Context: an optimization exercise on an open-source flow, tuned for small area, a short achievable clock period and few clock cycles per item. The choices shown serve that exercise and are no tape-out recipe. No functional check of the RTL was part of any run shown here. Power is estimated from default activity; no workload was simulated.

### design/flow/design.v
`timescale 1ns / 1ps
package i46_pkg;
  localparam int PLATEAU_SLOTS_DEF = 12;
  localparam int SLOT_W            = 16;
  localparam int CNT_W             = 4;
  localparam int CFG_IDX_W         = 3;
  localparam int CFG_DATA_W        = 64;
  localparam logic [CFG_IDX_W-1:0] CFG_PLATEAU_A = 3'd0;
  localparam logic [CFG_IDX_W-1:0] CFG_PLATEAU_B = 3'd1;
  localparam logic [CFG_IDX_W-1:0] CFG_PLATEAU_C = 3'd2;
  localparam logic [CFG_IDX_W-1:0] CFG_PLATEAU_N = 3'd3;
  localparam logic [CFG_IDX_W-1:0] CFG_RAISE_MIN = 3'd4;
  localparam logic [7:0] ICMP4_ECHO_REPLY    = 8'd0;
  localparam logic [7:0] ICMP4_DEST_UNREACH  = 8'd3;
  localparam logic [7:0] ICMP4_ECHO_REQUEST  = 8'd8;
  localparam logic [7:0] ICMP4_TIME_EXCEEDED = 8'd11;
  localparam logic [7:0] ICMP4_PARAM_PROBLEM = 8'd12;
  localparam logic [7:0] UNR_NET          = 8'd0;
  localparam logic [7:0] UNR_HOST         = 8'd1;
  localparam logic [7:0] UNR_PROTOCOL     = 8'd2;
  localparam logic [7:0] UNR_PORT         = 8'd3;
  localparam logic [7:0] UNR_FRAG_NEEDED  = 8'd4;
  localparam logic [7:0] UNR_SRC_ROUTE    = 8'd5;
  localparam logic [7:0] UNR_NET_UNKNOWN  = 8'd6;
  localparam logic [7:0] UNR_HOST_UNKNOWN = 8'd7;
  localparam logic [7:0] UNR_ISOLATED     = 8'd8;
  localparam logic [7:0] UNR_NET_PROHIB   = 8'd9;
  localparam logic [7:0] UNR_HOST_PROHIB  = 8'd10;
  localparam logic [7:0] UNR_NET_TOS      = 8'd11;
  localparam logic [7:0] UNR_HOST_TOS     = 8'd12;
  localparam logic [7:0] UNR_ADMIN_PROHIB = 8'd13;
  localparam logic [7:0] UNR_PREC_CUTOFF  = 8'd15;
  localparam logic [7:0] PP4_POINTER    = 8'd0;
  localparam logic [7:0] PP4_BAD_LENGTH = 8'd2;
  localparam logic [7:0] ICMP6_DEST_UNREACH  = 8'd1;
  localparam logic [7:0] ICMP6_PKT_TOO_BIG   = 8'd2;
  localparam logic [7:0] ICMP6_TIME_EXCEEDED = 8'd3;
  localparam logic [7:0] ICMP6_PARAM_PROBLEM = 8'd4;
  localparam logic [7:0] ICMP6_ECHO_REQUEST  = 8'd128;
  localparam logic [7:0] ICMP6_ECHO_REPLY    = 8'd129;
  localparam logic [7:0] DU6_NO_ROUTE     = 8'd0;
  localparam logic [7:0] DU6_ADMIN_PROHIB = 8'd1;
  localparam logic [7:0] DU6_PORT         = 8'd4;
  localparam logic [7:0] PP6_HDR_FIELD    = 8'd0;
  localparam logic [7:0] PP6_NEXT_HDR     = 8'd1;
  localparam logic [7:0] PTR6_NEXT_HDR    = 8'd6;
  localparam logic [7:0]        PTR_NONE     = 8'd255;
  localparam logic [SLOT_W:0]   IPV4_HDR_LEN = 17'd20;
  localparam logic [SLOT_W-1:0] MIN_MTU6     = 16'd1280;
  typedef struct packed {
    logic        drop;
    logic        is_err;
    logic [7:0]  t6;
    logic [7:0]  c6;
    logic [31:0] r6;
    logic        is_mtu;
    logic [SLOT_W-1:0] pkt;
    logic [SLOT_W-1:0] m6;
    logic [SLOT_W-1:0] m4;
  } i46_s1_t;
  typedef struct packed {
    logic        drop;
    logic        is_err;
    logic [7:0]  t6;
    logic [7:0]  c6;
    logic [31:0] r6;
    logic        is_mtu;
    logic [SLOT_W-1:0] mtu;
  } i46_s2_t;
  typedef struct packed {
    logic        verdict;
    logic        is_error_message;
    logic [7:0]  msg6_type;
    logic [7:0]  msg6_code;
    logic [31:0] icmp6_rest;
  } i46_s3_t;
endpackage
`timescale 1ns / 1ps
import i46_pkg::*;
module i46_plateau_search
#(
  parameter int PLATEAU_SLOTS = i46_pkg::PLATEAU_SLOTS_DEF
) (
  input  logic [PLATEAU_SLOTS*i46_pkg::SLOT_W-1:0] slots_i,
  input  logic [(PLATEAU_SLOTS+3)/4-1:0]           written_i,
  input  logic [i46_pkg::CNT_W-1:0]  count_i,
  input  logic [i46_pkg::SLOT_W-1:0] tot_len_i,
  output logic [PLATEAU_SLOTS-1:0]   hit_o
);
  logic tnz;
  assign tnz = |tot_len_i;
  always_comb begin
    for (int i = 0; i < PLATEAU_SLOTS; i++) begin
      hit_o[i] = (count_i > CNT_W'(i)) &&
                 (written_i[i/4] ? (slots_i[SLOT_W*i +: SLOT_W] < tot_len_i) : tnz);
    end
  end
endmodule
`timescale 1ns / 1ps
import i46_pkg::*;
module icmp4_to_icmp6_header_translate
#(
  parameter int PLATEAU_SLOTS = i46_pkg::PLATEAU_SLOTS_DEF
) (
  input  logic                  clk_i,
  input  logic                  rst_ni,
  input  logic                  cfg_we_i,
  input  logic [i46_pkg::CFG_IDX_W-1:0]  cfg_idx_i,
  input  logic [i46_pkg::CFG_DATA_W-1:0] cfg_data_i,
  input  logic                  in_valid_i,
  output logic                  in_ready_o,
  input  logic [7:0]            in_icmp4_type_i,
  input  logic [7:0]            in_icmp4_code_i,
  input  logic [31:0]           in_icmp4_rest_i,
  input  logic [15:0]           in_echo_identifier_i,
  input  logic [15:0]           in_inner_total_length_i,
  input  logic [15:0]           in_out_link_mtu_i,
  input  logic [15:0]           in_in_link_mtu_i,
  output logic                  out_valid_o,
  input  logic                  out_ready_i,
  output logic                  out_verdict_o,
  output logic                  out_is_error_message_o,
  output logic [7:0]            out_msg6_type_o,
  output logic [7:0]            out_msg6_code_o,
  output logic [31:0]           out_icmp6_rest_o
);
  localparam int NGRP = (PLATEAU_SLOTS + 3) / 4;
  localparam logic [3:0] K_DROP     = 4'd0;
  localparam logic [3:0] K_ECHO_REQ = 4'd1;   
  localparam logic [3:0] K_ECHO_REP = 4'd2;   
  localparam logic [3:0] K_NO_ROUTE = 4'd3;
  localparam logic [3:0] K_PROTO    = 4'd4;
  localparam logic [3:0] K_PORT     = 4'd5;
  localparam logic [3:0] K_FRAG     = 4'd6;   
  localparam logic [3:0] K_ADMIN    = 4'd7;
  localparam logic [3:0] K_TIME     = 4'd8;   
  localparam logic [3:0] K_PARAM    = 4'd9;   
  logic [PLATEAU_SLOTS*SLOT_W-1:0] plateau_q;
  logic [NGRP-1:0]   written_q;
  logic [CNT_W-1:0]  count_q;
  logic              raise_q;
  for (genvar s = 0; s < PLATEAU_SLOTS; s++) begin : g_slot
    localparam int G = s / 4;
    localparam int L = s % 4;
    always_ff @(posedge clk_i) begin
      if (cfg_we_i && (cfg_idx_i == CFG_IDX_W'(G))) begin
        plateau_q[SLOT_W*s +: SLOT_W] <= cfg_data_i[SLOT_W*L +: SLOT_W];
      end
    end
  end
  for (genvar g = 0; g < NGRP; g++) begin : g_wr
    always_ff @(posedge clk_i or negedge rst_ni) begin
      if (!rst_ni) begin
        written_q[g] <= 1'b0;
      end else if (cfg_we_i && (cfg_idx_i == CFG_IDX_W'(g))) begin
        written_q[g] <= 1'b1;
      end
    end
  end
  always_ff @(posedge clk_i or negedge rst_ni) begin
    if (!rst_ni) begin
      count_q <= '0;
      raise_q <= 1'b1;
    end else if (cfg_we_i) begin
      if (cfg_idx_i == CFG_PLATEAU_N) begin
        count_q <= cfg_data_i[CNT_W-1:0];
      end
      if (cfg_idx_i == CFG_RAISE_MIN) begin
        raise_q <= cfg_data_i[0];
      end
    end
  end
  logic v1_q, v2_q, v3_q;
  logic rdy1, rdy2, rdy3;
  logic in_fire;
  assign rdy3       = !v3_q || out_ready_i;
  assign rdy2       = !v2_q || rdy3;
  assign rdy1       = !v1_q || rdy2;
  assign in_ready_o = rdy1;
  assign in_fire    = in_valid_i && rdy1;
  always_ff @(posedge clk_i or negedge rst_ni) begin
    if (!rst_ni) begin
      v1_q <= 1'b0;
      v2_q <= 1'b0;
      v3_q <= 1'b0;
    end else begin
      if (rdy1) begin
        v1_q <= in_valid_i;
      end
      if (rdy2) begin
        v2_q <= v1_q;
      end
      if (rdy3) begin
        v3_q <= v2_q;
      end
    end
  end
  function automatic logic [7:0] ptr_map(input logic [7:0] p);
    logic [7:0] r;
    case (p)
      8'd0:  r = 8'd0;
      8'd1:  r = 8'd1;
      8'd2:  r = 8'd4;
      8'd3:  r = 8'd4;
      8'd8:  r = 8'd7;
      8'd9:  r = 8'd6;
      8'd12: r = 8'd8;
      8'd13: r = 8'd8;
      8'd14: r = 8'd8;
      8'd15: r = 8'd8;
      8'd16: r = 8'd24;
      8'd17: r = 8'd24;
      8'd18: r = 8'd24;
      8'd19: r = 8'd24;
      default: r = PTR_NONE;
    endcase
    ptr_map = r;
  endfunction
  logic [3:0]         k1_d, k1_q;
  logic [15:0]        a1_d, a1_q, b1_q;
  logic [PLATEAU_SLOTS-1:0] hit1_d, hit1_q;
  logic               sel4_d, sel4_q;
  logic [7:0]         ptr6;
  logic [SLOT_W:0]    m4_sum;
  assign ptr6   = ptr_map(in_icmp4_rest_i[31:24]);
  assign m4_sum = {1'b0, in_in_link_mtu_i} + IPV4_HDR_LEN;
  assign sel4_d = m4_sum < {1'b0, in_out_link_mtu_i};
  i46_plateau_search #(
    .PLATEAU_SLOTS (PLATEAU_SLOTS)
  ) u_search (
    .slots_i   (plateau_q),
    .written_i (written_q),
    .count_i   (count_q),
    .tot_len_i (in_inner_total_length_i),
    .hit_o     (hit1_d)
  );
  always_comb begin
    k1_d = K_DROP;
    case (in_icmp4_type_i)
      ICMP4_ECHO_REQUEST:  k1_d = K_ECHO_REQ;
      ICMP4_ECHO_REPLY:    k1_d = K_ECHO_REP;
      ICMP4_DEST_UNREACH: begin
        case (in_icmp4_code_i)
          UNR_NET, UNR_HOST, UNR_SRC_ROUTE, UNR_NET_UNKNOWN, UNR_HOST_UNKNOWN,
          UNR_ISOLATED, UNR_NET_TOS, UNR_HOST_TOS:            k1_d = K_NO_ROUTE;
          UNR_PROTOCOL:                                       k1_d = K_PROTO;
          UNR_PORT:                                           k1_d = K_PORT;
          UNR_FRAG_NEEDED:                                    k1_d = K_FRAG;
          UNR_NET_PROHIB, UNR_HOST_PROHIB, UNR_ADMIN_PROHIB,
          UNR_PREC_CUTOFF:                                    k1_d = K_ADMIN;
          default:                                            k1_d = K_DROP;
        endcase
      end
      ICMP4_TIME_EXCEEDED: k1_d = K_TIME;
      ICMP4_PARAM_PROBLEM: begin
        if ((in_icmp4_code_i == PP4_POINTER || in_icmp4_code_i == PP4_BAD_LENGTH)
            && (ptr6 != PTR_NONE)) begin
          k1_d = K_PARAM;
        end
      end
      default:             k1_d = K_DROP;
    endcase
  end
  always_comb begin
    case (k1_d)
      K_ECHO_REQ, K_ECHO_REP: a1_d = in_echo_identifier_i;
      K_FRAG:                 a1_d = sel4_d ? in_in_link_mtu_i : in_out_link_mtu_i;
      K_TIME:                 a1_d = {8'b0, in_icmp4_code_i};
      default:                a1_d = {8'b0, ptr6};
    endcase
  end
  always_ff @(posedge clk_i) begin
    if (in_fire) begin
      k1_q   <= k1_d;
      a1_q   <= a1_d;
      b1_q   <= in_icmp4_rest_i[15:0];
      hit1_q <= hit1_d;
      sel4_q <= sel4_d;
    end
  end
  logic [3:0]        k2_q;
  logic [15:0]       a2_d, a2_q, b2_d, b2_q;
  logic [15:0]       plat, lnk, lnk_fl;
  logic [PLATEAU_SLOTS-1:0] first;
  logic              frag1;
  always_comb begin
    plat = '0;
    for (int i = 0; i < PLATEAU_SLOTS; i++) begin
      first[i] = hit1_q[i];
      for (int j = 0; j < i; j++) begin
        first[i] = first[i] & !hit1_q[j];
      end
      if (first[i] && written_q[i/4]) begin
        plat = plat | plateau_q[SLOT_W*i +: SLOT_W];
      end
    end
  end
  assign lnk    = sel4_q ? (a1_q + 16'd20) : a1_q;
  assign lnk_fl = (raise_q && (lnk < MIN_MTU6)) ? MIN_MTU6 : lnk;
  assign frag1  = (k1_q == K_FRAG);
  assign a2_d = frag1 ? lnk_fl : a1_q;
  assign b2_d = (frag1 && (b1_q == '0)) ? plat : b1_q;
  always_ff @(posedge clk_i) begin
    if (v1_q && rdy2) begin
      k2_q <= k1_q;
      a2_q <= a2_d;
      b2_q <= b2_d;
    end
  end
  i46_pkg::i46_s3_t  s3_d, s3_q;
  logic [SLOT_W:0]   pkt_sum;
  logic [SLOT_W-1:0] pkt_fl, mtu;
  assign pkt_sum = {1'b0, b2_q} + IPV4_HDR_LEN;
  assign pkt_fl  = (raise_q && (pkt_sum < {1'b0, MIN_MTU6})) ? MIN_MTU6 : pkt_sum[SLOT_W-1:0];
  assign mtu     = (pkt_sum < {1'b0, a2_q}) ? pkt_fl : a2_q;
  always_comb begin
    s3_d = '0;
    case (k2_q)
      K_ECHO_REQ: begin
        s3_d.msg6_type  = ICMP6_ECHO_REQUEST;
        s3_d.icmp6_rest = {a2_q, b2_q};
      end
      K_ECHO_REP: begin
        s3_d.msg6_type  = ICMP6_ECHO_REPLY;
        s3_d.icmp6_rest = {a2_q, b2_q};
      end
      K_NO_ROUTE: begin
        s3_d.is_error_message = 1'b1;
        s3_d.msg6_type        = ICMP6_DEST_UNREACH;
        s3_d.msg6_code        = DU6_NO_ROUTE;
      end
      K_PROTO: begin
        s3_d.is_error_message = 1'b1;
        s3_d.msg6_type        = ICMP6_PARAM_PROBLEM;
        s3_d.msg6_code        = PP6_NEXT_HDR;
        s3_d.icmp6_rest       = {24'b0, PTR6_NEXT_HDR};
      end
      K_PORT: begin
        s3_d.is_error_message = 1'b1;
        s3_d.msg6_type        = ICMP6_DEST_UNREACH;
        s3_d.msg6_code        = DU6_PORT;
      end
      K_FRAG: begin
        s3_d.is_error_message = 1'b1;
        s3_d.msg6_type        = ICMP6_PKT_TOO_BIG;
        s3_d.icmp6_rest       = {16'b0, mtu};
      end
      K_ADMIN: begin
        s3_d.is_error_message = 1'b1;
        s3_d.msg6_type        = ICMP6_DEST_UNREACH;
        s3_d.msg6_code        = DU6_ADMIN_PROHIB;
      end
      K_TIME: begin
        s3_d.is_error_message = 1'b1;
        s3_d.msg6_type        = ICMP6_TIME_EXCEEDED;
        s3_d.msg6_code        = a2_q[7:0];
      end
      K_PARAM: begin
        s3_d.is_error_message = 1'b1;
        s3_d.msg6_type        = ICMP6_PARAM_PROBLEM;
        s3_d.msg6_code        = PP6_HDR_FIELD;
        s3_d.icmp6_rest       = {24'b0, a2_q[7:0]};
      end
      default: begin
        s3_d.verdict = 1'b1;
      end
    endcase
  end
  always_ff @(posedge clk_i) begin
    if (v2_q && rdy3) begin
      s3_q <= s3_d;
    end
  end
  assign out_valid_o            = v3_q;
  assign out_verdict_o          = s3_q.verdict;
  assign out_is_error_message_o = s3_q.is_error_message;
  assign out_msg6_type_o        = s3_q.msg6_type;
  assign out_msg6_code_o        = s3_q.msg6_code;
  assign out_icmp6_rest_o       = s3_q.icmp6_rest;
endmodule
### design/flow/run.sh
#!/bin/bash
# synth_recipe.tcl (not shown) runs the flow's synth.tcl, then flattens the netlist and writes it again
# the make line also repeats each setting of config.mk as NAME=value (left out here)
make -C /OpenROAD-flow-scripts/flow DESIGN_CONFIG=/design/flow/config.mk WORK_HOME=/design/flow/orfs CLKGATE_MAP_FILE= SYNTH_SCRIPT=/design/flow/synth_recipe.tcl finish
### design/flow/config.mk
export PLATFORM = sky130hd
export DESIGN_NAME = icmp4_to_icmp6_header_translate
export DESIGN_NICKNAME = icmp4_to_icmp6_header_translate
export VERILOG_FILES = /design/flow/design.v
export SDC_FILE = /design/flow/constraint.sdc
export NUM_CORES = 4
export LEC_CHECK = 0
export CAP_MARGIN = 20
export CORE_MARGIN = 2
export CORE_UTILIZATION = 40
export SLEW_MARGIN = 20
### design/flow/constraint.sdc
create_clock -name core_clock -period 5.5 [get_ports {clk_i}]
set_input_delay 1.1000 -clock core_clock [delete_from_list [all_inputs] [get_ports {clk_i}]]
set_output_delay 1.1000 -clock core_clock [all_outputs]
set_load 0.01 [all_outputs]
==> summary.md, run 1 <==
| Metric | Value |
|---|---|
| Status | no timing/DRC/antenna violations |
| Post-cts gate resize count | 0 |
| Initial Util | 40.76% |
| Total die area | 49,410 um2 |
| Clk root buf | clkbuf_16 |
| Endpoints failing hold | 0 |
| # clock sinks | 334 |
| Drc violations | 0 |
| Post-placement cell count | 2,395 |
| Layout Area Growth over Synthesis | 21.72% |
| HPWL after DPL | 43,940 um |
| Post-place setup slack | 0.8665 ns |
| Routability cong. | 0.8929 |
| Routed Antenna Nets | 0 |
| Number of global-route vias before repair | 14,180 |
| Multi-input gate area in the final layout | 8643 um2 |
| H-tree levels | 2 |
| Fin util | 49.62% |
| Slew @ Worst Pin | 1.163 ns |
| Drt wl/cell | 23.61 um |
| Cts bufs inserted | 37 |
| Core area | 46,750 um2 |
| Final Max Tran Viols | 0 |
| Ys flop type | edfxtp_1 |
| Vias post-DR | 14,270 |
| Critical path required time | 5.76 ns |
| Synthesis Warnings | 2 |
| CTS tree | yes |
| Worst path cell trace | clkdlybuf4s50_1, ha_1, o2111ai_1, nor2_1, xor2_1, ha_1, a211oi_1, o21ai_0, o2111ai_1, nand3_1, a21oi_2, buf_4, mux2i_1, o21ai_0 |
| Max VDD drop | 0.1738 mV |
| Top-count cell post-synth | edfxtp_1 |
| Layout cells sized above 1 | 5.765% |
| Row count | 79 |
| Crit Path Max Fanout | 17 |
| FFs w/ async S/R, synth | 3.293% |
| Post-synth top area cell | edfxtp_1 |
| Final Critical Period | 4.072 ns |
| Drt total wl | 58,170 um |
| Area post-placement | 22,000 um2 |
| Clk_skew | 0.01340 ns |
| Worst hold path class | register to register |
| Seq/Total Area, Yosys | 52.34% |
| Setup tns final | 0 ns |
| Clock Latency Late Sink | 0.55 ns |
| Register area | 9976 um2 |
| Synth top cells by count | edfxtp_1 (323), ha_1 (218), nand2_1 (117), o21ai_0 (89), a21oi_1 (84) |
| First-pass GRT wire length | 87,620 um |
| Vias per cell | 5.792 |
| TritonRoute pass-1 iters | 5 |
| GRT Total Usage | 23.38% |
| Die extent in x | 222.3 um |
| Worst setup margin | 1.428 ns |
| # Max-Cap Violations | 0 |
| CP arrival | 4.34 ns |
| Post-synthesis cell type count | 83 |
| Detailed Route Iter0 Violations | 1,240 |
| Filler Cells Inserted | 4,192 |
| Synthesized area | 19,060 um2 |
| Boundary Pins | 236 |
| Top-area cell type share of the netlist area | 50.89% |
| Cts hold-fix bufs | 0 |
| Max frequency | 0.2456 GHz |
| Avg Cell Area, Syn | 11.88 um2 |
| Slowest stage delay, CP | 0.52 ns |
| RSZ-0062 raised after global routing | no |
| Crit path max-delay cell type | clkdlybuf4s50_1 |
| WS Path Type | input port to register |
| GRT overflow | 0 |
| Syn Inst Count | 1,604 |
| Max Buffers Root-to-Sink | 3 |
| Number of I/O port buffers | 223 |
| FF+latch count, synth | 334 |
| Final hold slack | 0.5125 ns |
| Final instance area | 23,200 um2 |
| Pin count of the biggest net entering global routing | 66 |
| Reg clk slew, reported paths | 0.06 ns |
| Setup violations, final | 0 |
| NumNets Final | 2,229 |
| Tcrit/Tclk final | 74.03% |
| Max_slew headroom | 22.38% |
| Critical Path Sink Type | register |
| Pwr Total | 6.624 mW |
| Leak | 8.848 nW |
| Die Ht | 222.3 um |
| Non-filler cells, final | 2,464 |
| Buffer count from post-CTS setup fixing | 0 |
| Top cells by area, synth | edfxtp_1 (51%), ha_1 (14%), o21ai_0 (2.3%) |
| Startpoint types | input port |
| Post-synth EDFFs | 323 |
| Antenna violations before repair | 4 |
| PwrDens | 285.5 nW/um2 |
-- power breakdown --
group	switching [mW]	leakage [nW]	total, mW	internal, mW
clock	1.01	0.584	2.47	1.47
combinational	0.552	5.14	1.02	0.469
sequential	0.150	3.13	3.13	2.98
-- critical path, delay by kind of cell --
family / cells / cell delay [ns]
buf+inv: 2 / 0.81
simple gates: 2 / 0.24
fa+ha+maj: 2 / 0.58
compound gates: 6 / 1.15
mux: 1 / 0.30
xor+xnor: 1 / 0.16
-- metal layers --
metal,vias up,global-route usage [%],wire length (um)
li1,6705,-,-
met1,6932,33.20,26890
met2,529,35.92,25710
met3,98,4.946,4048
met4,8,6.931,1462
met5,-,0,54
-- kinds of logic after synthesis --
logic type | Yosys count | synth area share (%)
buffers and inverters | 131 | 2.764
other | 1 | 0.01968
flip-flops | 334 | 52.34
multiplexers | 34 | 1.897
XOR/XNOR | 32 | 1.471
AO/OA/AOI/OAI | 430 | 15.17
AND/OR/NAND/NOR | 424 | 12.03
adder cells (fa/ha/maj) | 218 | 14.31
-- worst paths after layout --
kind	from	to	slack (ns)	cells after the start
min in group asynchronous	rst_ni	v1_q$_DFFE_PN0N_	0.93	1
max reg2reg	b2_q[2]$_DFFE_PP_	s3_q[6]$_DFFE_PP_	1.49	12
max	in_in_link_mtu_i[2]	a1_q[13]$_DFFE_PP_	1.43	14
min reg2reg	v2_q$_DFFE_PN0P_	v3_q$_DFFE_PN0P_	0.51	1
max in group asynchronous	rst_ni	count_q[1]$_DFFE_PN0P_	4.17	1
min	v2_q$_DFFE_PN0P_	v3_q$_DFFE_PN0P_	0.51	1
-- placed cells by master, fill, tap and decap left out, types with 14 or more instances in the layout --
master,n
o21a_1,18
a21o_1,36
a22oi_1,49
xnor2_1,19
buf_4,14
and3_1,17
nand2_1,117
a211oi_1,14
a21oi_1,84
inv_1,75
nor2b_1,30
and2_1,22
mux2i_1,26
edfxtp_1,323
clkdlybuf4s50_1,223
nand3_1,36
nor3_1,21
nor2_1,53
o21ai_0,89
clkbuf_16,39
nand2b_1,22
ha_1,218
nor4_1,15
a221oi_1,38
nand4_1,35
-- flip-flops by register name, indices dropped and copies added, names as in the netlist --
| name | cells |
|---|---|
| k1_q | 4 |
| raise_q | 1 |
| hit1_q | 12 |
| sel4_q | 1 |
| v2_q | 1 |
| a2_q | 16 |
| s3_q | 46 |
| plateau_q | 192 |
| b1_q | 16 |
| k2_q | 4 |
| written_q | 3 |
| v1_q | 1 |
| a1_q | 16 |
| count_q | 4 |
| v3_q | 1 |
| b2_q | 16 |
-- cell type report --
type                            count  share of cell area [%]
Sequential cell                   334                   43.00
Antenna cell                        1                 0.01079
Inverter                           75                   1.214
Multi-Input combinational cell   1142                   37.26
Tap cell                          607                   3.274
Timing Repair Buffer              237                   10.07
Clock buffer                       53                   4.520
Clock inverter                     15                  0.6472
==> inputs of run 2 (changes only) <==
==> design/flow/flow/run.sh (new file) <==
#!/bin/bash
# The standard layout, with plain buffers on the ports instead of the
# delay buffers buffer_ports picks by default.
set -euo pipefail
export BUFFER_PORTS_ARGS="-buffer_cell sky130_fd_sc_hd__buf_1"
bash standard.sh > standard.log 2>&1
==> design/flow/standard.sh (new file) <==
#!/bin/bash
# synth_recipe.tcl (not shown) runs the flow's synth.tcl, then flattens the netlist and writes it again
# the make line also repeats each setting of config.mk as NAME=value (left out here)
make -C /OpenROAD-flow-scripts/flow DESIGN_CONFIG=/design/flow/config.mk WORK_HOME=/design/flow/orfs CLKGATE_MAP_FILE= SYNTH_SCRIPT=/design/flow/synth_recipe.tcl "${@:-finish}"
--- a/design/flow/config.mk
+++ b/design/flow/config.mk
@@ -8,4 +8,5 @@
 export CAP_MARGIN = 20
 export CORE_MARGIN = 2
 export CORE_UTILIZATION = 40
+export CTS_BUF_LIST = sky130_fd_sc_hd__clkbuf_8
 export SLEW_MARGIN = 20
removed: design/flow/run.sh
==> run 2 against run 1 <==
Total power fell by 7.8%. Combinational power is 13% lower. Largest power group unchanged. Hold slack got worse by 0.071 ns. First-iteration DRC count down 1.9%. Via count increased by 0.59%. Utilization down 3.3 points. Still clean. Maximum frequency rose by 1.5%. Worst setup slack better by 0.061 ns. Count of clock-buffer cells in the layout up 12. Highest routed layer unchanged. Critical path type is now register to register. Cell count is 1.5% higher.
==> summary.md, run 2 <==
| Metric | Value |
|---|---|
| Clock Latency Late Sink | 0.69 ns (+0.14 ns) |
| # Max-Cap Violations | 0 (unchanged) |
| FFs w/ async S/R, synth | 3.293% (unchanged) |
| Biggest register | plateau_q |
| Pwr Total | 6.108 mW (-7.8%) |
| CP arrival | 4.39 ns (+0.05 ns) |
| Critical path required time | 5.88 ns (+0.12 ns) |
| Setup tns final | 0 ns (unchanged) |
| Crit Path Max Fanout | 22 (+5) |
| Top cells by area, synth | edfxtp_1 (51%), ha_1 (14%), o21ai_0 (2.3%) |
| Post-synth top area cell | edfxtp_1 |
| Cts bufs inserted | 58 (+57%) |
| Drc violations | 0 (unchanged) |
| P_sw | 1.714 mW (+0.38%) |
| Crit path max-delay cell type | o211a_1 |
| R2R cell count | 12 (unchanged) |
| FF+latch count, synth | 334 (unchanged) |
| Most frequent cells in the layout | edfxtp_1 (323), buf_1 (223), ha_1 (218), nand2_1 (117), inv_1 (91) |
| Mux contribution to synthesized area | 1.897% (unchanged) |
| GRT Total Usage | 22.88% (-0.49 points) |
| Largest family of logic cells by synthesized area | compound AO/OA/AOI/OAI gates |
| Setup violations, final | 0 (unchanged) |
| Endpoints failing hold | 0 (unchanged) |
| Detailed Route Iter0 Violations | 1,217 (-1.9%) |
| Top cell by count, worst path | ha_1 |
| Clock power frac | 34.2% (-3.2 points) |
| Max_slew headroom | 25.14% (+2.8 points) |
| Worst path bufs/invs | 0 (-2) |
| Comb pwr share | 14.6% (-0.8 points) |
| Max frequency | 0.2493 GHz (+1.5%) |
| Final Max Tran Viols | 0 (unchanged) |
| Seq/Total Area, Yosys | 52.34% (unchanged) |
| Slowest stage delay, CP | 0.68 ns (+0.16 ns) |
| Synthesized area | 19,060 um2 (unchanged) |
| Routability cong. | 0.8974 (+0.50%) |
| Tcrit/Tclk final | 72.92% (-1.1 points) |
| Avg Cell Area, Syn | 11.88 um2 (unchanged) |
| GRT overflow | 0 (unchanged) |
| # clock sinks | 334 (unchanged) |
| Layout cells sized above 1 | 6.980% (+1.2 points) |
| Number of global-route vias before repair | 14,140 (-0.27%) |
| Post-synth EDFFs | 323 (unchanged) |
| Antenna violations before repair | 5 (+1) |
| Status | no timing/DRC/antenna violations |
| Clk root buf | clkbuf_8 |
| Boundary Pins | 236 (unchanged) |
| Routed Antenna Nets | 0 (unchanged) |
| TritonRoute pass-1 iters | 5 (unchanged) |
| Vias per cell | 5.742 (-0.86%) |
| Worst setup margin | 1.490 ns (+0.06108 ns) |
| Leading cell type in the layout, fill and taps excluded | edfxtp_1 |
| Reg clk slew, reported paths | 0.06 ns (about the same) |
| Slew @ Worst Pin | 1.107 ns (-0.05605 ns) |
| Post-synthesis cell type count | 83 (unchanged) |
| Drt wl/cell | 22.97 um (-2.7%) |
| H-tree levels | 2 (unchanged) |
| Synth Area in XOR/XNOR | 1.471% (unchanged) |
| Layout Area Growth over Synthesis | 13.71% |
| Max Buffers Root-to-Sink | 3 (unchanged) |
| R2r endpoint | s3_q[6]$_DFFE_PP_ |
| Number of I/O port buffers | 223 (unchanged) |
| Ys flop type | edfxtp_1 |
| WS Path Type | register to register |
| Leak | 8.258 nW (-6.7%) |
| First-pass GRT wire length | 85,770 um (-2.1%) |
| Die extent in x | 222.3 um (unchanged) |
| Worst hold path class | input port to asynchronous set/reset pin |
| RSZ-0062 raised after global routing | no |
| Top-area cell type share of the netlist area | 50.89% (unchanged) |
| Post-place setup slack | 0.9244 ns (+0.05792 ns) |
| Critical Path Sink Type | register |
| Syn Inst Count | 1,604 (unchanged) |
| Seq pwr share | 51.3% (+4.1 points) |
| Max VDD drop | 0.1524 mV (-12%) |
| Post-cts gate resize count | 0 (unchanged) |
| Critical path's top delay family | compound AO/OA/AOI/OAI gates |
| Synth top cells by count | edfxtp_1 (323), ha_1 (218), nand2_1 (117), o21ai_0 (89), a21oi_1 (84) |
| NumNets Final | 2,250 (+0.94%) |
| Reg2Reg Setup Slack | 1.49 ns (about the same) |
| Core area | 46,750 um2 (unchanged) |
| Top-count cell post-synth | edfxtp_1 |
| Buffer count from post-CTS setup fixing | 0 (unchanged) |
| Final Critical Period | 4.010 ns (-0.06108 ns) |
| Worst path cell trace | ha_1, o2111a_2, and2_1, xnor2_1, ha_1, a21oi_1, nor2b_1, o31a_1, o21ai_0, o211a_1, o22ai_1, a221o_1 |
| PwrDens | 281.8 nW/um2 (-1.3%) |
| Max reg flops | 192 (unchanged) |
| Cts hold-fix bufs | 0 (unchanged) |
| Largest regs | plateau_q: 192 flops, s3_q: 46 flops |
| Total die area | 49,410 um2 (unchanged) |
| Synthesis Warnings | 2 (unchanged) |
| Switching Share | 28.06% (+2.3 points) |
| Drt total wl | 57,430 um (-1.3%) |
| Initial Util | 40.76% (unchanged) |
| Synth Area in Adders | 14.31% (unchanged) |
| Compound-Gate Fraction of Synth Area | 15.17% (unchanged) |
| Pin count of the biggest net entering global routing | 66 (unchanged) |
| Die Ht | 222.3 um (unchanged) |
| Startpoint types | register |
| Post-Synth Simple-Gate Area | 12.03% (unchanged) |
| Row count | 79 (unchanged) |
| CTS tree | yes |
| HPWL after DPL | 43,210 um (-1.7%) |
| Clk_skew | 0.06675 ns (+0.05335 ns) |
| Vias post-DR | 14,360 (+0.59%) |
| Reg2reg start | b2_q[2]$_DFFE_PP_ |
| Internal power | 4.394 mW (-11%) |
==> run 2: final cells by class <==
class | instances | area [um2]
fillers | 4332 | 25080
flip-flops and latches | 334 | 9976
multi-input cells | 1142 | 8647
repair buffers | 237 | 942.2
clock buffers | 65 | 894.6
well taps | 607 | 759.5
inverters | 75 | 281.5
clock inverters | 38 | 166.4
diodes | 2 | 5.005
==> run 2: cell families (layout without fill, tap and decap cells) <==
kind of cell             count (synthesis)  count (layout)
flip-flops                             334             334
buffers and inverters                  131             415
AO/OA/AOI/OAI                          430             430
multiplexers                            34              34
AND/OR/NAND/NOR                        424             424
other                                    1               6
adder cells (fa/ha/maj)                218             218
XOR/XNOR                                32              32
==> run 2: metal layers <==
layer / up-vias / track usage (%) / part of all wire [%]
li1: 6766 / - / -
met1: 6977 / 31.87 / 46
met2: 508 / 35.25 / 44
met3: 99 / 4.893 / 7.2
met4: 6 / 8.086 / 3.0
met5: - / 0 / 0.066
==> run 2: worst max path at each step <==
stage | start | to | slack [ns] | depth (start not counted)
3_3_place_gp | in_in_link_mtu_i[2] | a1_q[9]$_DFFE_PP_ | 0.92 | 14
6_report | b2_q[2]$_DFFE_PP_ | s3_q[6]$_DFFE_PP_ | 1.49 | 12
4_1_cts | b2_q[2]$_DFFE_PP_ | s3_q[6]$_DFFE_PP_ | 1.51 | 12
3_5_place_dp | in_in_link_mtu_i[2] | a1_q[9]$_DFFE_PP_ | 0.92 | 12
2_1_floorplan | cfg_idx_i[1] | written_q[1]$_DFFE_PN0P_ | 0.11 | 2
5_1_grt | b2_q[2]$_DFFE_PP_ | s3_q[6]$_DFFE_PP_ | 1.25 | 12
==> run 2: worst reg2reg max path: cells and delay by family (launching register included) <==
| family | cells | cell delay [ns] |
|---|---|---|
| AOI/OAI and AO/OA | 7 | 2.25 |
| xor gates and xnor gates | 1 | 0.15 |
| adders and majority gates | 2 | 0.59 |
| DFF | 1 | 0.49 |
| and+or+nand+nor | 2 | 0.28 |
==> run 2: power groups by stage <==
stage	clock, mW	combinational, mW	sequential (mW)
after floorplan	0	0.580	3.11
after global placement	0	0.858	3.17
after detailed placement	0	0.879	3.18
after CTS	2.16	0.884	3.13
after global routing	2.27	0.987	3.15
final	2.09	0.889	3.13
==> run 2: stage by stage <==
stage / cell area, um2 / utilization (%) / cells / hold slack [ns]
after floorplan: 19090 / - / 1607 / 0.4409
after CTS: 21660 / 46.33 / 2498 / 0.4207
after global routing: 21670 / 46.34 / 2498 / 0.4645
final: 21670 / 46.35 / 2500 / 0.4416
after global placement: 20600 / 44.06 / 2395 / 0.4687
after detailed placement: 20600 / 44.06 / 2395 / 0.4770
==> inputs of run 3 (changes only) <==
--- a/design/flow/config.mk
+++ b/design/flow/config.mk
@@ -5,8 +5,10 @@
 export SDC_FILE = /design/flow/constraint.sdc
 export NUM_CORES = 4
 export LEC_CHECK = 0
+export ABC_CLOCK_PERIOD_IN_PS = 2500
 export CAP_MARGIN = 20
 export CORE_MARGIN = 2
 export CORE_UTILIZATION = 40
 export CTS_BUF_LIST = sky130_fd_sc_hd__clkbuf_8
+export SETUP_SLACK_MARGIN = 2.5
 export SLEW_MARGIN = 20
==> run 3 against run 2 <==
Still clean on timing, DRC and antenna. Count of clock-buffer cells in the layout fell by 6. Utilization increased by 2.3 points. Combinational power is 19% higher.
==> summary.md, run 3 <==
| Metric | Value |
|---|---|
| Status | no timing/DRC/antenna violations |
| Drt total wl | 59,040 um (+2.8%) |
| H-tree levels | 2 (unchanged) |
| Max VDD drop | 0.1431 mV (-6.1%) |
| Final hold slack | 0.4832 ns (+0.04154 ns) |
| Total die area | 49,410 um2 (unchanged) |
| Boundary Pins | 236 (unchanged) |
| CTS tree | yes |
| Setup violations, final | 0 (unchanged) |
| Setup tns final | 0 ns (unchanged) |
| Synthesis Warnings | 2 (unchanged) |
| WS Path Type | register to register |
| GRT overflow | 0 (unchanged) |
| First-pass GRT wire length | 87,160 um (+1.6%) |
| Crit path max-delay cell type | edfxtp_1 |
| Synth Area in XOR/XNOR | 1.471% (unchanged) |
| Die Ht | 222.3 um (unchanged) |
| Die extent in x | 222.3 um (unchanged) |
| Vias per cell | 5.770 (+0.49%) |
| N_diodes | 0 (-2) |
| RSZ-0062 raised after global routing | yes |
| Post-synthesis cell type count | 83 (unchanged) |
| Row count | 79 (unchanged) |
| # clock sinks | 334 (unchanged) |
| Crit Path Max Fanout | 7 (-68%) |
| Routability cong. | 0.8991 (+0.19%) |
| Compound-Gate Fraction of Synth Area | 15.17% (unchanged) |
| Area post-placement | 20,660 um2 (+0.30%) |
| Layout Area Growth over Synthesis | 19.33% |
| Max Buffers Root-to-Sink | 3 (unchanged) |
| Synth top cells by count | edfxtp_1 (323), ha_1 (218), nand2_1 (117), o21ai_0 (89), a21oi_1 (84) |
| Drc violations | 0 (unchanged) |
| Top cells by area, synth | edfxtp_1 (51%), ha_1 (14%), o21ai_0 (2.3%) |
| Reg clk slew, reported paths | 0.06 ns (about the same) |
| CP arrival | 3.60 ns (-0.79 ns) |
| Biggest register | plateau_q |
| FFs w/ async S/R, synth | 3.293% (unchanged) |
| Top-count cell post-synth | edfxtp_1 |
| Endpoints failing hold | 0 (unchanged) |
| Pwr Total | 6.430 mW (+5.3%) |
| Clk_skew | 0.05065 ns (-0.01610 ns) |
| Max_slew headroom | 29.44% (+4.3 points) |
| # Max-Cap Violations | 0 (unchanged) |
| Post-synth EDFFs | 323 (unchanged) |
| Critical path required time | 5.87 ns (about the same) |
| Initial Util | 40.76% (unchanged) |
| HPWL after DPL | 43,730 um (+1.2%) |
| Worst path cell trace | ha_2, o2111a_2, xor2_2, ha_1, a211o_1, a211o_1, a31oi_4, o211a_4, buf_6, nor3_2, a221o_1 |
| Filler Cells Inserted | 4,269 (-1.5%) |
| Syn Inst Count | 1,604 (unchanged) |
| Max reg flops | 192 (unchanged) |
| Multi-input gate area in the final layout | 9109 um2 (+5.3%) |
| Drt wl/cell | 23.16 um (+0.82%) |
| Final Critical Period | 3.228 ns (-0.7822 ns) |
| Top cell by count, worst path | a211o_1 |
| GRT Total Usage | 23.35% (+0.47 points) |
| Core area | 46,750 um2 (unchanged) |
| Detailed Route Iter0 Violations | 1,404 (+15%) |
| NumNets Final | 2,303 (+2.4%) |
| Slowest stage delay, CP | 0.44 ns (-0.24 ns) |
| Mux contribution to synthesized area | 1.897% (unchanged) |
| Seq/Total Area, Yosys | 52.34% (unchanged) |
| Cts bufs inserted | 55 (-5.2%) |
| FF+latch count, synth | 334 (unchanged) |
| TritonRoute pass-1 iters | 5 (unchanged) |
| Largest regs | plateau_q: 192 flops, s3_q: 46 flops |
| Cts hold-fix bufs | 0 (unchanged) |
| Final Max Tran Viols | 0 (unchanged) |
| Antenna violations before repair | 3 (-2) |
| Post-synth top area cell | edfxtp_1 |
| Largest family of logic cells by synthesized area | compound AO/OA/AOI/OAI gates |
| Register area | 9976 um2 (unchanged) |
| Top-area cell type share of the netlist area | 50.89% (unchanged) |
| Leading cell type in the layout, fill and taps excluded | edfxtp_1 |
| Synth Area in Adders | 14.31% (unchanged) |
| Max frequency | 0.3098 GHz (+24%) |
| Final instance area | 22,740 um2 (+4.9%) |
| Most frequent cells in the layout | edfxtp_1 (323), ha_1 (215), buf_1 (212), nand2_1 (116), inv_1 (89) |
| Leak | 8.682 nW (+5.1%) |
| Ys flop type | edfxtp_1 |
| Synthesized area | 19,060 um2 (unchanged) |
| PwrDens | 282.7 nW/um2 (+0.31%) |
| Layout cells sized above 1 | 13.18% (+6.2 points) |
| Clock Latency Late Sink | 0.66 ns (-0.03 ns) |
| Post-Synth Simple-Gate Area | 12.03% (unchanged) |
| Startpoint types | register |
| Critical Path Sink Type | register |
| Vias post-DR | 14,710 (+2.5%) |
| Slew @ Worst Pin | 1.058 ns (-0.04868 ns) |
| Avg Cell Area, Syn | 11.88 um2 (unchanged) |
| Routed Antenna Nets | 0 (unchanged) |
| Clk root buf | clkbuf_8 |
| Number of global-route vias before repair | 14,270 (+0.92%) |
| Number of I/O port buffers | 223 (unchanged) |
| Pin count of the biggest net entering global routing | 66 (unchanged) |
| Tcrit/Tclk final | 58.70% (-14 points) |
| Worst hold path class | input port to asynchronous set/reset pin |
run 3: cell count changes in the layout (fill, tap and decap cells not counted), moves of 8 or more:
cell     previous run  this run
buf_4              14        58
o21ai_0            89        62
o21ai_1             6        29
buf_1             223       212
buf_6               0         9
mux2i_1            26        17
mux2i_4             0         8
run 3: power by group:
group,switching (mW),total [mW],internal (mW),leakage [nW]
clock,0.995,2.26,1.26,0.645
sequential,0.137,3.11,2.98,3.13
combinational,0.624,1.06,0.433,4.91
run 3: timing repair:
action                                  CTS  global route
pin swaps                                21            21
resized for setup                        78            41
setup buffers                            28            25
cloned                                    1             1
endpoints found under the setup margin   58            52
run 3: cells by family (layout without fill, tap and decap cells):
group           count (synthesis)  count (layout)
flops                         334             334
xor+xnor                       32              32
compound gates                430             431
mux                            34              34
simple gates                  424             425
buf+inv                       131             464
fa+ha+maj                     218             218
other cells                     1               4
run 3: critical path: cells and delay by family, from the launching register on:
kind | cells | cell delay [ns]
xor+xnor | 1 | 0.19
compound gates | 6 | 1.64
simple gates | 1 | 0.04
fa+ha+maj | 2 | 0.51
flops | 1 | 0.44
buf+inv | 1 | 0.14
run 3: area by class of cell:
cell class | count | area share (%)
multi-input cells | 1144 | 40.05
inverters | 75 | 1.304
flip-flops and latches | 334 | 43.86
repair buffers | 291 | 6.497
clock buffers | 59 | 3.570
clock inverters | 39 | 1.375
well taps | 607 | 3.339
run 3: final timing paths:
path                                        start                endpoint  slack (ns)  cells after the start
worst max-delay path            b2_q[2]$_DFFE_PP_       s3_q[9]$_DFFE_PP_        2.27                     11
worst min-delay path                       rst_ni        v1_q$_DFFE_PN0N_        0.48                      1
worst max register to register  b2_q[2]$_DFFE_PP_       s3_q[9]$_DFFE_PP_        2.27                     11
worst min register to register   v2_q$_DFFE_PN0P_        v3_q$_DFFE_PN0P_        0.51                      1
max in group asynchronous                  rst_ni  count_q[2]$_DFFE_PN0P_        4.52                      1
min in group core_clock          v2_q$_DFFE_PN0P_        v3_q$_DFFE_PN0P_        0.51                      1
run 3: stage by stage:
| stage | worst slack, ns | instances | utilization (%) |
|---|---|---|---|
| after detailed placement | 1.138 | 2396 | 44.19 |
| after global placement | 1.145 | 2396 | 44.19 |
| after global routing | 2.170 | 2549 | 48.64 |
| final | 2.272 | 2549 | 48.64 |
| after floorplan | 1.782 | 1607 | - |
| after CTS | 2.319 | 2523 | 47.85 |
run 3: metal layers:
metal  track usage [%]  share of wire (%)
met5                 0              0.054
met3             4.866                7.3
met2             35.36                 44
met1             32.76                 45
met4             9.220                3.9
==> inputs of run 4 (changes only) <==
--- a/design/flow/design.v
+++ b/design/flow/design.v
@@ -87,12 +87,24 @@
   input  logic [i46_pkg::SLOT_W-1:0] tot_len_i,
   output logic [PLATEAU_SLOTS-1:0]   hit_o
 );
+  function automatic logic lt16(input logic [15:0] a, input logic [15:0] b);
+    logic [15:0] l, g;
+    l = ~a & b;
+    g = a & ~b;
+    for (int w = 1; w < 16; w = w * 2) begin
+      for (int k = 0; k < 16; k = k + 2 * w) begin
+        l[k] = l[k + w] | (!g[k + w] & l[k]);
+        g[k] = g[k + w] | (!l[k + w] & g[k]);
+      end
+    end
+    lt16 = l[0];
+  endfunction
   logic tnz;
   assign tnz = |tot_len_i;
   always_comb begin
     for (int i = 0; i < PLATEAU_SLOTS; i++) begin
       hit_o[i] = (count_i > CNT_W'(i)) &&
-                 (written_i[i/4] ? (slots_i[SLOT_W*i +: SLOT_W] < tot_len_i) : tnz);
+                 (written_i[i/4] ? lt16(slots_i[SLOT_W*i +: SLOT_W], tot_len_i) : tnz);
     end
   end
 endmodule
@@ -280,7 +292,9 @@
   end
   logic [3:0]        k2_q;
   logic [15:0]       a2_d, a2_q, b2_d, b2_q;
-  logic [15:0]       plat, lnk, lnk_fl;
+  logic [16:0]       c2_d, c2_q;
+  logic [15:0]       plat, lnk, lnk_m20;
+  logic              lnk_low, lnk_ok;
   logic [PLATEAU_SLOTS-1:0] first;
   logic              frag1;
   always_comb begin
@@ -295,24 +309,28 @@
       end
     end
   end
-  assign lnk    = sel4_q ? (a1_q + 16'd20) : a1_q;
-  assign lnk_fl = (raise_q && (lnk < MIN_MTU6)) ? MIN_MTU6 : lnk;
-  assign frag1  = (k1_q == K_FRAG);
-  assign a2_d = frag1 ? lnk_fl : a1_q;
+  assign lnk     = sel4_q ? (a1_q + 16'd20) : a1_q;
+  assign lnk_m20 = sel4_q ? a1_q : (a1_q - 16'd20);
+  assign lnk_low = raise_q && (sel4_q ? (a1_q < 16'd1260) : (a1_q < MIN_MTU6));
+  assign lnk_ok  = raise_q || sel4_q || (a1_q >= 16'd20);
+  assign frag1   = (k1_q == K_FRAG);
+  assign a2_d = frag1 ? (lnk_low ? MIN_MTU6 : lnk) : a1_q;
   assign b2_d = (frag1 && (b1_q == '0)) ? plat : b1_q;
+  assign c2_d = {lnk_ok, lnk_low ? 16'd1260 : lnk_m20};
   always_ff @(posedge clk_i) begin
     if (v1_q && rdy2) begin
       k2_q <= k1_q;
       a2_q <= a2_d;
       b2_q <= b2_d;
+      c2_q <= c2_d;
     end
   end
   i46_pkg::i46_s3_t  s3_d, s3_q;
-  logic [SLOT_W:0]   pkt_sum;
   logic [SLOT_W-1:0] pkt_fl, mtu;
-  assign pkt_sum = {1'b0, b2_q} + IPV4_HDR_LEN;
-  assign pkt_fl  = (raise_q && (pkt_sum < {1'b0, MIN_MTU6})) ? MIN_MTU6 : pkt_sum[SLOT_W-1:0];
-  assign mtu     = (pkt_sum < {1'b0, a2_q}) ? pkt_fl : a2_q;
+  logic              use_pkt;
+  assign pkt_fl  = (raise_q && (b2_q < 16'd1260)) ? MIN_MTU6 : (b2_q + 16'd20);
+  assign use_pkt = c2_q[16] && (b2_q < c2_q[15:0]);
+  assign mtu     = use_pkt ? pkt_fl : a2_q;
   always_comb begin
     s3_d = '0;
     case (k2_q)
==> run 4 against run 3 <==
Total power is 1.3% lower. Count of clock-buffer cells in the layout is 2 higher. Synthesized cell count is 3.9% higher. Routed wire length is 0.23% higher. Clock skew is 0.014 ns lower. Clock power is 6% lower. Critical path depth is 2 higher. Critical path type is now input port to register.
==> summary.md, run 4 <==
| Metric | Value |
|---|---|
| Setup violations, final | 0 (unchanged) |
| Mux contribution to synthesized area | 1.588% (-0.31 points) |
| Crit Path Max Fanout | 8 (+1) |
| Leading cell type in the layout, fill and taps excluded | edfxtp_1 |
| Total die area | 48,010 um2 (-2.8%) |
| Reg clk slew, reported paths | 0.06 ns (about the same) |
| P_sw | 1.769 mW (+0.74%) |
| Drt total wl | 59,180 um (+0.23%) |
| Clk_skew | 0.03682 ns (-0.01384 ns) |
| Post-synth EDFFs | 340 (+5.3%) |
| Worst hold path class | register to register |
| Slowest stage delay, CP | 0.46 ns (+0.02 ns) |
| Met1 Use GR | 36.78% (+4.0 points) |
| Hold Path Cell Cnt | 0 |
| HPWL after DPL | 42,710 um (-2.3%) |
| Vias post-DR | 14,910 (+1.3%) |
| Leak | 7.751 nW (-11%) |
| Critical path required time | 5.87 ns (about the same) |
| Critical Path Sink Type | register |
| Synth Area in XOR/XNOR | 1.987% (+0.52 points) |
| Vias per cell | 5.803 (+0.56%) |
| Startpoint types | input port |
| Routed Antenna Nets | 0 (unchanged) |
| Post-synth top area cell | edfxtp_1 |
| Tcrit/Tclk final | 62.31% (+3.6 points) |
| Pin count of the biggest net entering global routing | 66 (unchanged) |
| Synth top cells by count | edfxtp_1 (340), nor2_1 (155), nand2_1 (129), inv_1 (93), o21ai_0 (93) |
| FFs w/ async S/R, synth | 3.134% (-0.16 points) |
| Clock power frac | 33.3% (-1.8 points) |
| Avg Cell Area, Syn | 11.11 um2 (-6.5%) |
| Die extent in x | 219.1 um (-1.4%) |
| TritonRoute pass-1 iters | 6 (+1) |
| Syn Inst Count | 1,666 (+3.9%) |
| Initial Util | 40.70% (-0.062 points) |
| # Max-Cap Violations | 0 (unchanged) |
| Die Ht | 219.1 um (-1.4%) |
| Most frequent cells in the layout | edfxtp_1 (340), buf_1 (208), nor2_1 (150), nand2_1 (128), inv_1 (111) |
| Boundary Pins | 236 (unchanged) |
| Clock Latency Late Sink | 0.66 ns (about the same) |
| GR Util met3 | 5.073% (+0.21 points) |
| Max_slew headroom | 32.66% (+3.2 points) |
| Switching Share | 27.87% (+0.56 points) |
| GRT overflow | 0 (unchanged) |
| Row count | 78 (-1.3%) |
| FF+latch count, synth | 351 (+5.1%) |
| Max frequency | 0.2918 GHz (-5.8%) |
| GRT busiest layer | met1 |
| Drc violations | 0 (unchanged) |
| # clock sinks | 351 (+5.1%) |
| Antenna violations before repair | 2 (-1) |
| Largest family of logic cells by synthesized area | compound AO/OA/AOI/OAI gates |
| Largest regs | plateau_q: 192 flops, s3_q: 46 flops, c2_q: 17 flops |
| Slew @ Worst Pin | 1.010 ns (-0.04825 ns) |
| Layout cells sized above 1 | 14.02% (+0.84 points) |
| CP Depth | 13 (+2) |
| Ys flop type | edfxtp_1 |
| Drt wl/cell | 23.03 um (-0.55%) |
| WS Path Type | input port to register |
| Post-Synth Simple-Gate Area | 14.59% (+2.6 points) |
| Synthesis Warnings | 2 (unchanged) |
| PwrDens | 289.6 nW/um2 (+2.4%) |
| CTS tree | yes |
| Layout Area Growth over Synthesis | 18.41% |
| Critical path's top delay family | compound AO/OA/AOI/OAI gates |
| Number of global-route vias before repair | 14,270 (+0.049%) |
| Cts bufs inserted | 58 (+5.5%) |
| Status | no timing/DRC/antenna violations |
| Top-area cell type share of the netlist area | 55.16% (+4.3 points) |
| Number of I/O port buffers | 223 (unchanged) |
| First-pass GRT wire length | 87,030 um (-0.15%) |
| Worst path cell trace | buf_8, ha_4, o2111ai_4, nor2_2, xor2_1, ha_1, a2111o_1, a2111oi_4, nor4_4, nor3_4, buf_12, nor4_1, a311o_1 |
| GRT met2 Usage | 34.78% (-0.58 points) |
| Synthesized area | 18,510 um2 (-2.9%) |
| Fin util | 48.19% (-0.45 points) |
| Max Buffers Root-to-Sink | 3 (unchanged) |
| NumNets Final | 2,148 (-6.7%) |
| Max VDD drop | 0.1396 mV (-2.5%) |
| R2R cell count | 10 (-1) |
| Endpoints failing hold | 0 (unchanged) |
| Seq/Total Area, Yosys | 56.65% (+4.3 points) |
| Comb pwr share | 14.8% (-1.6 points) |
| CP arrival | 3.80 ns (+0.20 ns) |
| Compound-Gate Fraction of Synth Area | 15.59% (+0.42 points) |
| Top-count cell post-synth | edfxtp_1 |
| Final Max Tran Viols | 0 (unchanged) |
| Seq pwr share | 51.8% (+3.4 points) |
| Post-synthesis cell type count | 83 (unchanged) |
| RSZ-0062 raised after global routing | yes |
| Routability cong. | 0.9484 (+5.5%) |
| Detailed Route Iter0 Violations | 1,578 (+12%) |
| Max reg flops | 192 (unchanged) |
| Worst path bufs/invs | 2 (+1) |
| Biggest register | plateau_q |
| Setup tns final | 0 ns (unchanged) |
| Core area | 45,480 um2 (-2.7%) |
| GRT Total Usage | 24.26% (+0.91 points) |
| Synth Area in Adders | 5.867% (-8.4 points) |
| Crit path max-delay cell type | a2111o_1 |
| Internal power | 4.578 mW (-2.0%) |
| Top cells by area, synth | edfxtp_1 (55%), nor2_1 (3.1%), ha_1 (2.7%) |
| H-tree levels | 2 (unchanged) |
| Final Critical Period | 3.427 ns (+0.1990 ns) |
| Clk root buf | clkbuf_8 |
| Cts hold-fix bufs | 0 (unchanged) |
run 4: changes by cell type in the layout (fill, tap and decap cells not counted), moves of 18 or more:
cell      previous run  this run
a21o_1              36        16
a222oi_1             1        19
a22oi_1             49         8
ha_1               215        39
inv_1               89       111
maj3_2               0        41
nand3_1             33        66
nand4_1             35         7
nor2_1              49       150
o21ai_0             62        82
o21ai_1             29        11
run 4: cell type report:
class | instances | area [um2]
Fill cell | 4238 | 23560
Sequential cell | 351 | 10490
Multi-Input combinational cell | 1141 | 7885
Timing Repair Buffer | 273 | 1323
Clock buffer | 61 | 839.6
Tap cell | 600 | 750.7
Inverter | 99 | 411.6
Clock inverter | 43 | 219.0
Antenna cell | 1 | 2.502
run 4: through the flow:
stage / instance area, um2 / power [mW] / hold slack (ns) / instances / setup slack, ns
floorplan: 18750 / 3.842 / 0.4409 / 1669 / 1.782
global placement: 20180 / 4.182 / 0.4600 / 2430 / 0.7712
detailed placement: 20190 / 4.198 / 0.4790 / 2430 / 0.6895
CTS: 21690 / 6.376 / 0.4721 / 2557 / 2.164
global route: 21920 / 6.625 / 0.4993 / 2569 / 1.982
finish: 21920 / 6.347 / 0.4667 / 2569 / 2.073
run 4: final timing paths:
path	slack (ns)	startpoint	endpoint
max	2.07	in_in_link_mtu_i[2]	a1_q[3]$_DFFE_PP_
min	0.47	k1_q[1]$_DFFE_PP_	k2_q[1]$_DFFE_PP_
max reg2reg	2.41	plateau_q[50]$_DFFE_PP_	hit1_q[3]$_DFFE_PP_
min reg2reg	0.47	k1_q[1]$_DFFE_PP_	k2_q[1]$_DFFE_PP_
max in group asynchronous	4.46	rst_ni	written_q[1]$_DFFE_PN0P_
min in group asynchronous	0.50	rst_ni	count_q[3]$_DFFE_PN0P_
run 4: power groups by stage:
| stage | registers, mW | logic, mW | clock network, mW |
|---|---|---|---|
| detailed placement | 3.34 | 0.860 | 0 |
| finish | 3.29 | 0.941 | 2.12 |
| global route | 3.31 | 1.03 | 2.29 |
| global placement | 3.34 | 0.846 | 0 |
| floorplan | 3.28 | 0.561 | 0 |
| CTS | 3.29 | 0.911 | 2.18 |
run 4: cells by family (layout without fill, tap and decap cells):
logic type                 after synthesis  count (layout)
muxes                                   27              27
adders and majority gates               97              97
AOI/OAI and AO/OA                      420             420
xor gates and xnor gates                42              42
DFF                                    351             351
other                                    1               5
buffers and inverters                  178             476
and+or+nand+nor                        550             551
run 4: routing by layer:
layer  share of wire, %  vias to the layer above  wire length, um
li1                   -                     6864                -
met1                 46                     7230            27370
met2                 43                      709            25150
met3                8.8                      102             5196
met4                2.4                        2             1444
met5              0.022                        -               13
run 4: what timing repair did:
item / in CTS / in global routing
buffers inserted: 22 / 11
resized for setup: 65 / 33
pin swaps: 19 / 18
cloned: 1 / 0
setup endpoints to repair: 53 / 45
run 4: worst reg2reg max path: stages, from the launching register on:
cell,delay [ns]
edfxtp_1,0.45
nand2b_1,0.18
maj3_2,0.30
a32oi_1,0.24
o31ai_2,0.12
maj3_2,0.36
maj3_2,0.32
maj3_2,0.32
o21ai_2,0.22
maj3_2,0.22
o311a_1,0.19
==> inputs of run 5 (changes only) <==
--- a/design/flow/config.mk
+++ b/design/flow/config.mk
@@ -5,10 +5,10 @@
 export SDC_FILE = /design/flow/constraint.sdc
 export NUM_CORES = 4
 export LEC_CHECK = 0
-export ABC_CLOCK_PERIOD_IN_PS = 2500
+export ABC_CLOCK_PERIOD_IN_PS = 2000
 export CAP_MARGIN = 20
 export CORE_MARGIN = 2
 export CORE_UTILIZATION = 40
 export CTS_BUF_LIST = sky130_fd_sc_hd__clkbuf_8
-export SETUP_SLACK_MARGIN = 2.5
+export SETUP_SLACK_MARGIN = 3.0
 export SLEW_MARGIN = 20
==> run 5 against run 4 <==
Largest cell class unchanged. Routed wire length rose by 3.4%. Design area rose by 7.4%. Hold slack improved by 0.018 ns. First-iteration DRC count rose by 15%. Register-to-register slack got worse by 0.10 ns. Clock skew rose by 0.017 ns. Total power rose by 6.8%. Maximum frequency rose by 1.8%. Sequential power barely moved. Synthesized area did not move. Die area did not move.
==> summary.md, run 5 <==
| Metric | Value |
|---|---|
| Status | no timing/DRC/antenna violations |
| Total die area | 48,010 um2 (unchanged) |
| Worst hold path class | input port to asynchronous set/reset pin |
| Synthesized area | 18,510 um2 (unchanged) |
| Drt wl/cell | 23.23 um (+0.83%) |
| R2r endpoint | hit1_q[5]$_DFFE_PP_ |
| Post-place setup slack | 1.041 ns (+0.3516 ns) |
| Worst setup path start | in_in_link_mtu_i[2] |
| Detailed Route Iter0 Violations | 1,815 (+15%) |
| Max Buffers Root-to-Sink | 3 (unchanged) |
| Largest regs | plateau_q: 192 flops, s3_q: 46 flops, c2_q: 17 flops |
| Endpoints failing hold | 0 (unchanged) |
| CTS tree | yes |
| Cts hold-fix bufs | 0 (unchanged) |
| Vias post-DR | 15,290 (+2.5%) |
| Number of global-route vias before repair | 14,380 (+0.76%) |
| Boundary Pins | 236 (unchanged) |
| First-pass GRT wire length | 88,460 um (+1.6%) |
| Critical path's top delay family | compound AO/OA/AOI/OAI gates |
| Post-synth EDFFs | 340 (unchanged) |
| Die Ht | 219.1 um (unchanged) |
| Reg2Reg Setup Slack | 2.31 ns (-0.10 ns) |
| Setup violations, final | 0 (unchanged) |
| Routability cong. | 0.9405 (-0.83%) |
| Top cells by area, synth | edfxtp_1 (55%), nor2_1 (3.1%), ha_1 (2.7%) |
| TritonRoute pass-1 iters | 8 (+2) |
| Initial Util | 40.70% (unchanged) |
| Top-area cell type share of the netlist area | 55.16% (unchanged) |
| Core area | 45,480 um2 (unchanged) |
| Max VDD drop | 0.1999 mV (+43%) |
| Layout Area Growth over Synthesis | 27.18% |
| Non-filler cells, final | 2,634 (+2.5%) |
| Routed Antenna Nets | 0 (unchanged) |
| PwrDens | 287.9 nW/um2 (-0.59%) |
| Max_slew headroom | 30.32% (-2.3 points) |
| # clock sinks | 351 (unchanged) |
| Drt total wl | 61,180 um (+3.4%) |
| Layout cells sized above 1 | 22.69% (+8.7 points) |
| Reg clk slew, reported paths | 0.06 ns (about the same) |
| Avg Cell Area, Syn | 11.11 um2 (unchanged) |
| Number of I/O port buffers | 223 (unchanged) |
| Slowest stage delay, CP | 0.43 ns (-0.03 ns) |
| Post-placement cell count | 2,431 (+0.041%) |
| Crit Path Max Fanout | 5 (-3) |
| Clk_skew | 0.05410 ns (+0.01729 ns) |
| Final hold slack | 0.4845 ns (+0.01784 ns) |
| Startpoint types | input port |
| Worst path cell trace | buf_8, ha_4, o2111ai_4, nor2_2, xor2_1, ha_1, a2111o_1, a2111oi_4, nor4_4, nor3_4, buf_6, buf_16, mux2i_2, o21ai_1 |
| HPWL after DPL | 42,780 um (+0.16%) |
| Seq/Total Area, Yosys | 56.65% (unchanged) |
| Worst path bufs/invs | 3 (+1) |
| Post-synth top area cell | edfxtp_1 |
| Max reg flops | 192 (unchanged) |
| Pin count of the biggest net entering global routing | 66 (unchanged) |
| GRT Total Usage | 24.89% (+0.63 points) |
| Vias per cell | 5.804 (about the same) |
| Drc violations | 0 (unchanged) |
| Ys flop type | edfxtp_1 |
| CP arrival | 3.73 ns (-0.07 ns) |
| Row count | 78 (unchanged) |
| Clk root buf | clkbuf_8 |
| Leading cell type in the layout, fill and taps excluded | edfxtp_1 |
| Slew @ Worst Pin | 1.045 ns (+0.03504 ns) |
| Worst setup margin | 2.134 ns (+0.06144 ns) |
| Final Max Tran Viols | 0 (unchanged) |
| RSZ-0062 raised after global routing | yes |
| Synthesis Warnings | 2 (unchanged) |
| Most frequent cells in the layout | edfxtp_1 (340), buf_1 (196), nor2_1 (138), nand2_1 (125), inv_1 (102) |
| H-tree levels | 2 (unchanged) |
| Max frequency | 0.2971 GHz (+1.8%) |
| FF+latch count, synth | 351 (unchanged) |
| Biggest register | plateau_q |
| WS Path Type | input port to register |
| Reg2reg start | plateau_q[80]$_DFFE_PP_ |
| Syn Inst Count | 1,666 (unchanged) |
| Tcrit/Tclk final | 61.20% (-1.1 points) |
| FFs w/ async S/R, synth | 3.134% (unchanged) |
| Synth top cells by count | edfxtp_1 (340), nor2_1 (155), nand2_1 (129), inv_1 (93), o21ai_0 (93) |
| Critical path required time | 5.86 ns (about the same) |
| Antenna violations before repair | 4 (+2) |
| Top-count cell post-synth | edfxtp_1 |
| Post-synthesis cell type count | 83 (unchanged) |
| CP Depth | 14 (+1) |
| NumNets Final | 2,208 (+2.8%) |
| Clock Latency Late Sink | 0.68 ns (+0.02 ns) |
| Die extent in x | 219.1 um (unchanged) |
| GRT overflow | 0 (unchanged) |
| Leak | 8.397 nW (+8.3%) |
| Cts bufs inserted | 58 (unchanged) |
| Final Critical Period | 3.366 ns (-0.06144 ns) |
| Critical Path Sink Type | register |
| Setup tns final | 0 ns (unchanged) |
| R2R cell count | 10 (unchanged) |
| Crit path max-delay cell type | a2111o_1 |
| # Max-Cap Violations | 0 (unchanged) |
[run 5: kinds of logic (layout without fill, tap and decap cells)]
logic type | after synthesis | count (layout) | share of synthesized area [%]
AO/OA/AOI/OAI | 420 | 421 | 15.59
XOR/XNOR | 42 | 42 | 1.987
adder cells (fa/ha/maj) | 97 | 97 | 5.867
buffers and inverters | 178 | 539 | 3.704
flip-flops | 351 | 351 | 56.65
multiplexers | 27 | 27 | 1.588
other | 1 | 6 | 0.02026
AND/OR/NAND/NOR | 550 | 551 | 14.59
[run 5: layout make-up]
cell class | count | area (um2)
Antenna cell | 2 | 5.005
Clock inverter | 49 | 407.9
Inverter | 99 | 435.4
Tap cell | 600 | 750.7
Sequential cell | 351 | 10490
Multi-Input combinational cell | 1142 | 8665
Clock buffer | 59 | 812.0
Timing Repair Buffer | 332 | 1978
Fill cell | 4145 | 21940
[run 5: worst max-delay path by stage]
| stage | slack, ns | end |
|---|---|---|
| 2_1_floorplan | 1.78 | plateau_q[100]$_DFFE_PP_ |
| 3_3_place_gp | 0.99 | a1_q[3]$_DFFE_PP_ |
| 3_5_place_dp | 1.04 | a1_q[3]$_DFFE_PP_ |
| 4_1_cts | 2.12 | a1_q[4]$_DFFE_PP_ |
| 5_1_grt | 2.02 | a1_q[14]$_DFFE_PP_ |
| 6_report | 2.13 | a1_q[11]$_DFFE_PP_ |
[run 5: what timing repair did]
action | 4_1_cts | 5_1_grt
pin swaps | 96 | 102
gates resized for setup | 183 | 105
setup buffers | 39 | 49
gates cloned | 3 | 1
endpoints found under the setup margin | 71 | 78
[run 5: power breakdown]
part / internal (mW) / leakage, nW / switching (mW)
clock network: 1.34 / 0.692 / 1.08
registers: 3.14 / 3.28 / 0.163
logic: 0.440 / 4.42 / 0.623
[run 5: through the flow]
| step | total power [mW] | util [%] | area (um2) |
|---|---|---|---|
| floorplan | 3.849 | - | 18860 |
| global placement | 4.188 | 44.54 | 20260 |
| detailed placement | 4.206 | 44.54 | 20260 |
| CTS | 6.750 | 49.79 | 22640 |
| global route | 7.057 | 51.76 | 23540 |
| finish | 6.777 | 51.76 | 23540 |
[run 5: routing by layer]
| layer | part of all wire, % | vias to the layer above | GRT usage, % |
|---|---|---|---|
| li1 | - | 7000 | - |
| met1 | 44 | 7339 | 36.28 |
| met2 | 43 | 816 | 35.28 |
| met3 | 10 | 128 | 7.207 |
| met4 | 2.9 | 4 | 8.446 |
| met5 | 0.044 | - | 0 |

[afterwards: timing with drivers on the ports]
How much do the figures lean on ideal ports? The routed layouts below were timed once more, with nothing changed but the port constraints. Step 1: set_driving_cell puts a clkbuf_16 on clk_i and a buf_2 on each other input, an assumption about the parent block. Step 2 also shifts input and output timing later by t, the mid clock arrival at the registers, as if the neighbouring blocks saw the same clock. a / b / c = ideal ports / drivers / drivers and shift; a / b = the first two.
run	t, ns	slack for setup (ns)	slew at the worst register clock pin (ns)
run 1	0.601	1.428 / 1.457 / 0.857	0.06 / 0.06
run 2	0.709	1.490 / 1.490 / 0.847	0.07 / 0.07
run 3	0.681	2.272 / 2.272 / 1.695	0.07 / 0.07
run 4	0.701	2.073 / 2.077 / 1.376	0.07 / 0.07
run 5	0.707	2.134 / 2.144 / 1.437	0.07 / 0.07
After both steps every run listed still meets setup and hold.
